Context: an optimization exercise on an open-source flow, tuned for small area, a short achievable clock period and few clock cycles per item. The choices shown serve that exercise and are no tape-out recipe.

the reference run:
==> module gf_mul_top, before the edit <==
module gf_mul_top
#(
   parameter logic [31:0] FIELD_POLY = 32'h0000_008D
) (
   input  logic        clk,
   input  logic        rst,
   input  logic        wb_cyc_i,
   input  logic        wb_stb_i,
   input  logic        wb_we_i,
   input  logic [3:0]  wb_adr_i,
   input  logic [31:0] wb_dat_i,
   output logic        wb_ack_o,
   output logic [31:0] wb_dat_o
);
   localparam logic [3:0] A_OPA     = 4'd0;
   localparam logic [3:0] A_OPB     = 4'd1;
   localparam logic [3:0] A_PROD_LO = 4'd2;
   localparam logic [3:0] A_PROD_HI = 4'd3;
   localparam logic [3:0] A_RESULT  = 4'd4;
   localparam logic [3:0] A_STATUS  = 4'd5;
   logic [31:0] op_a, op_a_d;
   logic [31:0] op_b, op_b_d;
   logic [62:0] prod_q, prod_d;
   logic [62:0] prod_h;      
   logic        busy, busy_d;
   logic [31:0] dat_q, dat_d;
   logic [3:0]  rd_adr, rd_adr_d;
   logic [15:0] mul_b;
   logic [46:0] part;
   logic [31:0] result_d;
   logic        req;
   logic        ack;
   logic        start;
   assign req = wb_cyc_i && wb_stb_i;
   assign ack = req && !busy && (wb_we_i || wb_adr_i == rd_adr);
   assign start = ack && wb_we_i && wb_adr_i == A_OPB;
   assign wb_ack_o = ack;
   assign wb_dat_o = dat_q;
   assign mul_b = busy ? op_b[15:0] : wb_dat_i[31:16];
   clmul_32x16 u_clmul (.a(op_a), .b(mul_b), .p(part));
   always_comb begin
      op_a_d = op_a;
      op_b_d = op_b;
      prod_h = busy ? ({prod_q[46:0], 16'd0} ^ {16'd0, part}) : prod_q;
      prod_d = prod_h;
      busy_d = 1'b0;
      if (start) begin
         op_b_d = wb_dat_i;
         prod_d = {16'd0, part};
         busy_d = 1'b1;
      end
      if (ack && wb_we_i && wb_adr_i == A_OPA) op_a_d = wb_dat_i;
   end
   gf_reduce #(.FIELD_POLY(FIELD_POLY)) u_reduce (.product(prod_h), .result(result_d));
   always_comb begin
      rd_adr_d = rd_adr;
      if (busy || start) begin
         rd_adr_d = A_RESULT;
      end else if (req && !wb_we_i) begin
         if (!ack)                          rd_adr_d = wb_adr_i;
         else if (wb_adr_i == A_RESULT)     rd_adr_d = A_PROD_LO;
         else if (wb_adr_i == A_PROD_LO)    rd_adr_d = A_PROD_HI;
      end
   end
   always_comb begin
      case (rd_adr_d)
         A_OPA:     dat_d = op_a_d;
         A_OPB:     dat_d = op_b_d;
         A_PROD_LO: dat_d = prod_h[31:0];
         A_PROD_HI: dat_d = {1'b0, prod_h[62:32]};
         A_RESULT:  dat_d = result_d;
         A_STATUS:  dat_d = {31'd0, busy_d};
         default:   dat_d = '0;
      endcase
   end
   always_ff @(posedge clk) begin
      if (rst) begin
         op_a   <= '0;
         op_b   <= '0;
         prod_q <= '0;
         busy   <= 1'b0;
         dat_q  <= '0;
         rd_adr <= A_RESULT;
      end else begin
         op_a   <= op_a_d;
         op_b   <= op_b_d;
         prod_q <= prod_d;
         busy   <= busy_d;
         dat_q  <= dat_d;
         rd_adr <= rd_adr_d;
      end
   end
endmodule
Settings: LEC_CHECK=0, CAP_MARGIN=20, CORE_MARGIN=2, CORE_UTILIZATION=40, SLEW_MARGIN=20; clock period 3.0 ns.
standard.sh (not shown) runs the stock make flow with config.mk's settings and CLKGATE_MAP_FILE= SYNTH_SCRIPT=/design/flow/synth_recipe.tcl, a recipe that flattens the netlist after the stock synthesis.
==> flow/flow/run.sh <==
#!/bin/bash
# The standard layout, with the input and output port buffers made from plain buf cells
set -euo pipefail
bash standard.sh "BUFFER_PORTS_ARGS=-buffer_cell sky130_fd_sc_hd__buf_4" finish > make_finish.log 2>&1
[flow] the reference run | stages: complete | final checks: fail | reason: setup timing
--- input diff the reference run..the trial run ---
diff --git a/flow/design.v b/flow/design.v
--- a/flow/design.v
+++ b/flow/design.v
@@ -124,10 +124,10 @@
    localparam logic [3:0] A_STATUS  = 4'd5;
    logic [31:0] op_a, op_a_d;
    logic [31:0] op_b, op_b_d;
    logic [62:0] prod_q, prod_d;
-   logic [62:0] prod_h;      
-   logic        busy, busy_d;
+   logic        busy, busy_d;    
+   logic        red, red_d;      
    logic [31:0] dat_q, dat_d;
    logic [3:0]  rd_adr, rd_adr_d;
    logic [15:0] mul_b;
    logic [46:0] part;
@@ -135,31 +135,31 @@
    logic        req;
    logic        ack;
    logic        start;
    assign req = wb_cyc_i && wb_stb_i;
-   assign ack = req && !busy && (wb_we_i || wb_adr_i == rd_adr);
+   assign ack = req && !busy && !red && (wb_we_i || wb_adr_i == rd_adr);
    assign start = ack && wb_we_i && wb_adr_i == A_OPB;
    assign wb_ack_o = ack;
    assign wb_dat_o = dat_q;
    assign mul_b = busy ? op_b[15:0] : wb_dat_i[31:16];
    clmul_32x16 u_clmul (.a(op_a), .b(mul_b), .p(part));
    always_comb begin
       op_a_d = op_a;
       op_b_d = op_b;
-      prod_h = busy ? ({prod_q[46:0], 16'd0} ^ {16'd0, part}) : prod_q;
-      prod_d = prod_h;
+      prod_d = busy ? ({prod_q[46:0], 16'd0} ^ {16'd0, part}) : prod_q;
       busy_d = 1'b0;
+      red_d  = busy;
       if (start) begin
          op_b_d = wb_dat_i;
          prod_d = {16'd0, part};
          busy_d = 1'b1;
       end
       if (ack && wb_we_i && wb_adr_i == A_OPA) op_a_d = wb_dat_i;
    end
-   gf_reduce #(.FIELD_POLY(FIELD_POLY)) u_reduce (.product(prod_h), .result(result_d));
+   gf_reduce #(.FIELD_POLY(FIELD_POLY)) u_reduce (.product(prod_q), .result(result_d));
    always_comb begin
       rd_adr_d = rd_adr;
-      if (busy || start) begin
+      if (busy || red || start) begin
          rd_adr_d = A_RESULT;
       end else if (req && !wb_we_i) begin
          if (!ack)                          rd_adr_d = wb_adr_i;
          else if (wb_adr_i == A_RESULT)     rd_adr_d = A_PROD_LO;
@@ -169,12 +169,12 @@
    always_comb begin
       case (rd_adr_d)
          A_OPA:     dat_d = op_a_d;
          A_OPB:     dat_d = op_b_d;
-         A_PROD_LO: dat_d = prod_h[31:0];
-         A_PROD_HI: dat_d = {1'b0, prod_h[62:32]};
+         A_PROD_LO: dat_d = prod_d[31:0];
+         A_PROD_HI: dat_d = {1'b0, prod_d[62:32]};
          A_RESULT:  dat_d = result_d;
-         A_STATUS:  dat_d = {31'd0, busy_d};
+         A_STATUS:  dat_d = {31'd0, busy_d | red_d};
          default:   dat_d = '0;
       endcase
    end
    always_ff @(posedge clk) begin
@@ -182,15 +182,17 @@
          op_a   <= '0;
          op_b   <= '0;
          prod_q <= '0;
          busy   <= 1'b0;
+         red    <= 1'b0;
          dat_q  <= '0;
          rd_adr <= A_RESULT;
       end else begin
          op_a   <= op_a_d;
          op_b   <= op_b_d;
          prod_q <= prod_d;
          busy   <= busy_d;
+         red    <= red_d;
          dat_q  <= dat_d;
          rd_adr <= rd_adr_d;
       end
    end
Findings:
- To summarise the trial run: no stage aborted, but the layout did not pass its checks, failing on setup timing.
- The trial run against the reference run: overall track demand over capacity in global routing shows a reduction of 1.5 points, clock skew grew by 0.0039 ns.
- Per the comparison of the trial run with the reference run, average vias per placed instance now larger, worst path buffer plus inverter count now smaller, highest cell delay on the worst timing path now larger, post-synthesis instance total now smaller.
Function was not checked in any run of this note: the RTL went through the layout flow alone.

==> afterwards: timing with drivers on the ports <==
No port has a modelled driver above. Below, the same layouts with a new extraction and two added sets of constraints. Step 1 (the two cells are an assumption about what drives the block):
set clk [get_ports {clk}]
set_driving_cell -lib_cell sky130_fd_sc_hd__clkbuf_16 $clk
set_driving_cell -lib_cell sky130_fd_sc_hd__buf_2 [delete_from_list [all_inputs] $clk]
Step 2 adds t to the input delays and takes it off the output delays; t is the mean of the earliest and latest rising clock arrival at the registers after step 1. Input paths then give back, and output paths get back, about the clock's delay inside the block. a / b / c = no drivers / after step 1 / after step 2; a / b = the first two.
run	t, ns	setup WS [ns]	pins driven straight from the clock port
the reference run	0.475	-0.249 / -0.249 / -0.392	1
the trial run	0.497	-0.018 / -0.018 / -0.201	1
The setup slack of the trial run, which loses most, moves by 0.000 ns with the drivers and by -0.183 ns with both steps.
